Source: an optimization exercise on an open RTL-to-GDS flow (aim: small area and few clock cycles). Production flows keep margins and buffers that such runs may drop. In this exercise RTL edits were held to simulation tests only and were not proved equivalent to the original. Power is estimated from default activity; no workload was simulated.

## the reference run
==> module mktd_classify, before the edit <==
module mktd_classify (
  input  logic        press_i,
  input  logic [23:0] duration_i,
  input  logic [23:0] dot_time_i,
  input  logic [23:0] dash_time_i,
  input  logic [23:0] leniency_i,
  output logic        win1_o,
  output logic        win2_o
);
  logic [27:0] d, dot, dash, len, n1, n2, dl;
  assign d    = {4'd0, duration_i};
  assign dot  = {4'd0, dot_time_i};
  assign dash = {4'd0, dash_time_i};
  assign len  = {4'd0, leniency_i};
  assign n1   = press_i ? (dot << 1) + dot : dot;
  assign n2   = press_i ? (dot << 3) - dot : dash;
  assign dl   = d + len;
  assign win1_o = (dl > n1) && (d < (n1 + len));
  assign win2_o = (dl > n2) && (d < (n2 + len));
endmodule
make LEC_CHECK=0 CAP_MARGIN=20 CORE_MARGIN=2 CORE_UTILIZATION=40 SLEW_MARGIN=20 finish   # period 10.0 ns
run.sh (not shown) runs the stock make flow with config.mk's settings and CLKGATE_MAP_FILE= SYNTH_SCRIPT=/design/flow/synth_recipe.tcl, a recipe that flattens the netlist after the stock synthesis.
Testbench counts of the reference run, summed over its fixed seeds: cycles 20,982.
Relative to the reference run, the following input files were edited for the trial run:
--- a/flow/design.v
+++ b/flow/design.v
@@ -5,20 +5,34 @@
   input  logic [23:0] dash_time_i,
   input  logic [23:0] leniency_i,
   output logic        win1_o,
   output logic        win2_o
 );
-  logic [27:0] d, dot, dash, len, n1, n2, dl;
-  assign d    = {4'd0, duration_i};
-  assign dot  = {4'd0, dot_time_i};
-  assign dash = {4'd0, dash_time_i};
-  assign len  = {4'd0, leniency_i};
-  assign n1   = press_i ? (dot << 1) + dot : dot;
-  assign n2   = press_i ? (dot << 3) - dot : dash;
-  assign dl   = d + len;
-  assign win1_o = (dl > n1) && (d < (n1 + len));
-  assign win2_o = (dl > n2) && (d < (n2 + len));
+  function automatic logic [27:0] radd(input logic [27:0] a, input logic [27:0] b, input logic cin);
+    logic c;
+    c = cin;
+    for (int i = 0; i < 28; i++) begin
+      radd[i] = a[i] ^ b[i] ^ c;
+      c = (a[i] & b[i]) | (a[i] & c) | (b[i] & c);
+    end
+  endfunction
+  function automatic logic rgt(input logic [27:0] a, input logic [27:0] b);
+    logic c;
+    c = 1'b0;
+    for (int i = 0; i < 28; i++) c = (a[i] & ~b[i]) | (a[i] & c) | (~b[i] & c);
+    rgt = c;
+  endfunction
+  logic [27:0] t, n1, n2, x, y;
+  logic        yneg;
+  assign t  = {4'd0, dot_time_i};
+  assign n1 = radd(t, press_i ? t << 1 : 28'd0, 1'b0);
+  assign n2 = radd(press_i ? t << 3 : {4'd0, dash_time_i}, press_i ? ~t : 28'd0, press_i);
+  assign x  = radd({4'd0, duration_i}, {4'd0, leniency_i}, 1'b0);
+  assign y  = radd({4'd0, duration_i}, ~{4'd0, leniency_i}, 1'b1);
+  assign yneg = y[27];
+  assign win1_o = rgt(x, n1) && (yneg || rgt(n1, y));
+  assign win2_o = rgt(x, n2) && (yneg || rgt(n2, y));
 endmodule
 module mktd_decode (
   input  logic       clk_i,
   input  logic       rst_ni,
   input  logic       valid_i,
Notes after the runs:
Row count of clock buffers in the final design: the trial run lower / the reference run higher. The trial run — synthesized area per cell 22% higher, the reference run as reference. Wire length (the trial run over the reference run): decrease, 14,000 um. The trial run and the reference run ended up with roughly the same number of clock buffers inserted by TritonCTS. Via count of the first global-routing pass, the trial run vs the reference run: down by more than a quarter. Layout checks on the trial run: not met. Flow itself completed; violations: negative setup slack. Sort the reference run and the trial run by buffering stage count on the worst path with inverters included asc -> top: the reference run. Delta (the trial run minus the reference run): setup slack after layout saw a decrease, xor-xnor portion of the synthesized cell area moved down. Final period demand of the worst path in the trial run is 3110 ps higher than in the reference run. [compare] base=the reference run new=the trial run: power now sits lower, area overhead of the layout relative to synthesis now sits higher, residual overflow from global routing now sits at about the same level, initial standard-cell utilization of the core now sits lower.
Testbench counts of the trial run, summed over its fixed seeds: cycles 20,982.

---

## main
The RTL this note starts from:
==> flow/design.v <==
module mktd_classify (
  input  logic        press_i,
  input  logic [23:0] duration_i,
  input  logic [23:0] dot_time_i,
  input  logic [23:0] dash_time_i,
  input  logic [23:0] leniency_i,
  output logic        win1_o,
  output logic        win2_o
);
  localparam int W = 28;
  function automatic logic sign2(input logic [W-1:0] s, input logic [W-1:0] c, input logic ci);
    logic k;
    k = ci;
    for (int i = 0; i < W - 1; i++) k = (s[i] & c[i]) | ((s[i] | c[i]) & k);
    sign2 = s[W-1] ^ c[W-1] ^ k;
  endfunction
  logic [W-1:0] dn, t, l, nl, p2, gn, m;
  logic [W-1:0] s1, c1, s2, c2, a1, a2;
  assign dn = ~{4'd0, duration_i};
  assign t  = W'(dot_time_i);
  assign l  = W'(leniency_i);
  assign nl = ~l;
  assign p2 = press_i ? t << 1 : '0;
  assign gn = ~(press_i ? t : '0);
  assign m  = press_i ? t << 3 : W'(dash_time_i);
  assign s1 = t ^ p2 ^ dn;
  assign a1 = (t & p2) | (t & dn) | (p2 & dn);
  assign c1 = {a1[W-2:0], 1'b0};
  assign s2 = m ^ gn ^ dn;
  assign a2 = (m & gn) | (m & dn) | (gn & dn);
  assign c2 = {a2[W-2:0], 1'b1};
  function automatic logic win(input logic [W-1:0] s, input logic [W-1:0] c,
                               input logic [W-1:0] l, input logic [W-1:0] nl);
    logic [W-1:0] xa, xb;
    xa = (s & c) | (s & l) | (c & l);
    xb = (s & c) | (s & nl) | (c & nl);
    win = !sign2(s ^ c ^ l, {xa[W-2:0], 1'b0}, 1'b0) &&
          sign2(s ^ c ^ nl, {xb[W-2:0], 1'b1}, 1'b1);
  endfunction
  assign win1_o = win(s1, c1, l, nl);
  assign win2_o = win(s2, c2, l, nl);
endmodule
module mktd_decode (
  input  logic       clk_i,
  input  logic       rst_ni,
  input  logic       valid_i,
  input  logic [1:0] func_i,
  input  logic       win1_i,
  input  logic       win2_i,
  output logic       wr_o,
  output logic [6:0] entry_o
);
  logic [4:0] node_q, node_d;
  logic       pending, clear;
  logic [1:0] kind;
  assign pending = (node_q != 5'd1);
  always_comb begin
    node_d = node_q;
    wr_o   = 1'b0;
    kind   = 2'd0;
    clear  = 1'b0;
    if (valid_i) begin
      case (func_i)
        2'd0: begin
          if (win1_i) begin
            clear = 1'b1;
            wr_o  = pending;
          end else if (win2_i) begin
            clear = 1'b1;
            wr_o  = 1'b1;
            kind  = 2'd1;
          end
        end
        2'd1: begin
          if (win1_i || win2_i) begin
            if (node_q[4] || (node_q == 5'd0)) node_d = 5'd0;
            else node_d = {node_q[3:0], !win1_i};
          end
        end
        2'd2: begin
          clear = 1'b1;
          wr_o  = 1'b1;
          kind  = 2'd2;
        end
        default: ;
      endcase
    end
    if (clear) node_d = 5'd1;
  end
  assign entry_o = {node_q, kind};
  always_ff @(posedge clk_i or negedge rst_ni) begin
    if (!rst_ni) node_q <= 5'd1;
    else         node_q <= node_d;
  end
endmodule
module mktd_result_fifo (
  input  logic       clk_i,
  input  logic       rst_ni,
  input  logic       wr_i,
  input  logic [6:0] entry_i,
  output logic       full_o,
  output logic       pop_o,
  output logic       out_valid_o,
  input  logic       out_stall_i,
  output logic [6:0] character_o,
  output logic       unmatched_o,
  output logic       end_of_message_o,
  output logic       last_o
);
  logic [6:0] mem_q [2];
  logic [1:0] vld_q;
  logic       wptr_q, rptr_q;
  logic       space_q;
  logic [6:0] head;
  logic [4:0] node;
  logic [1:0] kind;
  logic       show_space, take;
  logic [6:0] c;
  assign head        = mem_q[rptr_q];
  assign node        = head[6:2];
  assign kind        = head[1:0];
  assign out_valid_o = vld_q[rptr_q];
  assign full_o      = &vld_q;
  assign show_space  = (kind == 2'd1) && (space_q || (node == 5'd1));
  assign take        = out_valid_o && !out_stall_i;
  assign pop_o       = take && last_o;
  always_comb begin
    case (node)
      5'd5:  c = 7'd65;   
      5'd24: c = 7'd66;   
      5'd26: c = 7'd67;   
      5'd12: c = 7'd68;   
      5'd2:  c = 7'd69;   
      5'd18: c = 7'd70;   
      5'd14: c = 7'd71;   
      5'd16: c = 7'd72;   
      5'd4:  c = 7'd73;   
      5'd23: c = 7'd74;   
      5'd13: c = 7'd75;   
      5'd20: c = 7'd76;   
      5'd7:  c = 7'd77;   
      5'd6:  c = 7'd78;   
      5'd15: c = 7'd79;   
      5'd22: c = 7'd80;   
      5'd29: c = 7'd81;   
      5'd10: c = 7'd82;   
      5'd8:  c = 7'd83;   
      5'd3:  c = 7'd84;   
      5'd9:  c = 7'd85;   
      5'd17: c = 7'd86;   
      5'd11: c = 7'd87;   
      5'd25: c = 7'd88;   
      5'd27: c = 7'd89;   
      5'd28: c = 7'd90;   
      default: c = 7'd0;
    endcase
  end
  assign character_o      = show_space ? 7'd32 : c;
  assign unmatched_o      = !show_space && (node != 5'd1) && (c == 7'd0);
  assign end_of_message_o = (kind == 2'd2);
  assign last_o           = (kind != 2'd1) || show_space;
  always_ff @(posedge clk_i) begin
    if (wr_i) mem_q[wptr_q] <= entry_i;
  end
  always_ff @(posedge clk_i or negedge rst_ni) begin
    if (!rst_ni) begin
      vld_q   <= '0;
      wptr_q  <= 1'b0;
      rptr_q  <= 1'b0;
      space_q <= 1'b0;
    end else begin
      if (pop_o) begin
        vld_q[rptr_q] <= 1'b0;
        rptr_q        <= !rptr_q;
      end
      if (wr_i) begin
        vld_q[wptr_q] <= 1'b1;
        wptr_q        <= !wptr_q;
      end
      if (take) space_q <= !last_o;
    end
  end
endmodule
module morse_key_timing_decoder (
  input  logic        clk_i,
  input  logic        rst_ni,
  input  logic        in_valid_i,
  output logic        in_stall_o,
  input  logic [1:0]  func_i,
  input  logic [23:0] duration_us_i,
  output logic        out_valid_o,
  input  logic        out_stall_i,
  output logic [6:0]  character_o,
  output logic        unmatched_o,
  output logic        end_of_message_o,
  output logic        last_o,
  input  logic        cfg_valid_i,
  output logic        cfg_ready_o,
  input  logic [1:0]  cfg_index_i,
  input  logic [23:0] cfg_data_i
);
  localparam logic [23:0] DOT_TIME_RST  = 24'd1000000;
  localparam logic [23:0] DASH_TIME_RST = 24'd3000000;
  localparam logic [23:0] LENIENCY_RST  = 24'd500000;
  logic [23:0] dot_time_q, dash_time_q, leniency_q;
  logic        in_accept, full, pop, win1, win2, wr;
  logic [6:0]  entry;
  assign cfg_ready_o = 1'b1;
  always_ff @(posedge clk_i or negedge rst_ni) begin
    if (!rst_ni) begin
      dot_time_q  <= DOT_TIME_RST;
      dash_time_q <= DASH_TIME_RST;
      leniency_q  <= LENIENCY_RST;
    end else if (cfg_valid_i) begin
      case (cfg_index_i)
        2'd0: dot_time_q  <= cfg_data_i;
        2'd1: dash_time_q <= cfg_data_i;
        2'd2: leniency_q  <= cfg_data_i;
        default: ;
      endcase
    end
  end
  assign in_stall_o = full && !pop && ((func_i == 2'd2) || ((func_i == 2'd0) && (win1 || win2)));
  assign in_accept  = in_valid_i && !in_stall_o;
  mktd_classify u_classify (
    .press_i     (func_i == 2'd0),
    .duration_i  (duration_us_i),
    .dot_time_i  (dot_time_q),
    .dash_time_i (dash_time_q),
    .leniency_i  (leniency_q),
    .win1_o      (win1),
    .win2_o      (win2)
  );
  mktd_decode u_decode (
    .clk_i   (clk_i),
    .rst_ni  (rst_ni),
    .valid_i (in_accept),
    .func_i  (func_i),
    .win1_i  (win1),
    .win2_i  (win2),
    .wr_o    (wr),
    .entry_o (entry)
  );
  mktd_result_fifo u_result_fifo (
    .clk_i            (clk_i),
    .rst_ni           (rst_ni),
    .wr_i             (wr),
    .entry_i          (entry),
    .full_o           (full),
    .pop_o            (pop),
    .out_valid_o      (out_valid_o),
    .out_stall_i      (out_stall_i),
    .character_o      (character_o),
    .unmatched_o      (unmatched_o),
    .end_of_message_o (end_of_message_o),
    .last_o           (last_o)
  );
endmodule
export LEC_CHECK = 0
export CAP_MARGIN = 20
export CORE_MARGIN = 2
export CORE_UTILIZATION = 40
export SLEW_MARGIN = 20
create_clock -name core_clock -period 10.0 [get_ports {clk_i}]
standard.sh (not shown) runs the stock make flow with config.mk's settings and CLKGATE_MAP_FILE= SYNTH_SCRIPT=/design/flow/synth_recipe.tcl, a recipe that flattens the netlist after the stock synthesis.
==> flow/flow/run.sh <==
#!/bin/bash
# Standard layout, with the port buffers made of the smallest buffer cell.
set -euo pipefail
export BUFFER_PORTS_ARGS="-buffer_cell sky130_fd_sc_hd__buf_1"
bash standard.sh > flow_make.log 2>&1
Testbench counts of main, summed over its fixed seeds: cycles 21,145.
Input changes introduced in the feature branch (baseline for comparison: main):
--- a/flow/design.v
+++ b/flow/design.v
@@ -220,7 +220,7 @@
       endcase
     end
   end
-  assign in_stall_o = full && !pop && ((func_i == 2'd2) || ((func_i == 2'd0) && (win1 || win2)));
+  assign in_stall_o = full && !pop && !func_i[0];
   assign in_accept  = in_valid_i && !in_stall_o;
   mktd_classify u_classify (
     .press_i     (func_i == 2'd0),
==> comparison <==
The higher post-layout instance count excluding filler cells came out of the feature branch. Number of instances resized during post-cts repair: the feature branch vs main identical. Initial core utilization is lower on main. Relative to main, the feature branch degrades final routed wirelength across all metal layers. | power share of the combinational group | higher: the feature branch |. The feature branch — area share of and/or/nand/nor cells after synthesis 0.81 points higher, main as reference. Going from main to the feature branch, fmax higher, core utilization higher. Sequential cell count came out exactly the same in the feature branch and main. Going from main to the feature branch, area of all placed cells without fillers went up by 180 um2, hold slack moved up, cell total after placement shows an increase of 0.40%, post-synthesis share of cell area spent on full adders, half adders and majority gates saw a decrease, via-per-instance ratio moved down.
Testbench counts of the feature branch, summed over its fixed seeds: cycles 21,393.

-- what the ideal ports hide --
How much do the figures lean on ideal ports? The routed layouts below were timed once more, with nothing changed but the port constraints. Step 1: set_driving_cell puts a clkbuf_16 on clk_i and a buf_2 on each other input, an assumption about the parent block. Step 2 times the ports against the registers' clock, not the clock port: input delays grow and output delays shrink by t, the midpoint of the rising clock arrivals with the driver on. a / b / c = ideal ports / drivers / drivers and shift; a / b = the first two.
run	t (ns)	slack for setup (ns)	hold slack, ns	worst setup path at the end
the reference run	0.466	0.599 / 0.622 / 0.156	0.503 / 0.503 / 0.503	input to register
the trial run	0.473	-2.507 / -2.495 / -2.969	0.507 / 0.507 / 0.507	input to register
main	0.413	1.406 / 1.371 / 1.371	0.511 / 0.511 / 0.511	input to output
the feature branch	0.410	3.040 / 3.060 / 2.650	0.518 / 0.518 / 0.518	input to register
For the trial run, which loses most, drivers alone change the setup slack by +0.012 ns; drivers and shift together by -0.462 ns.
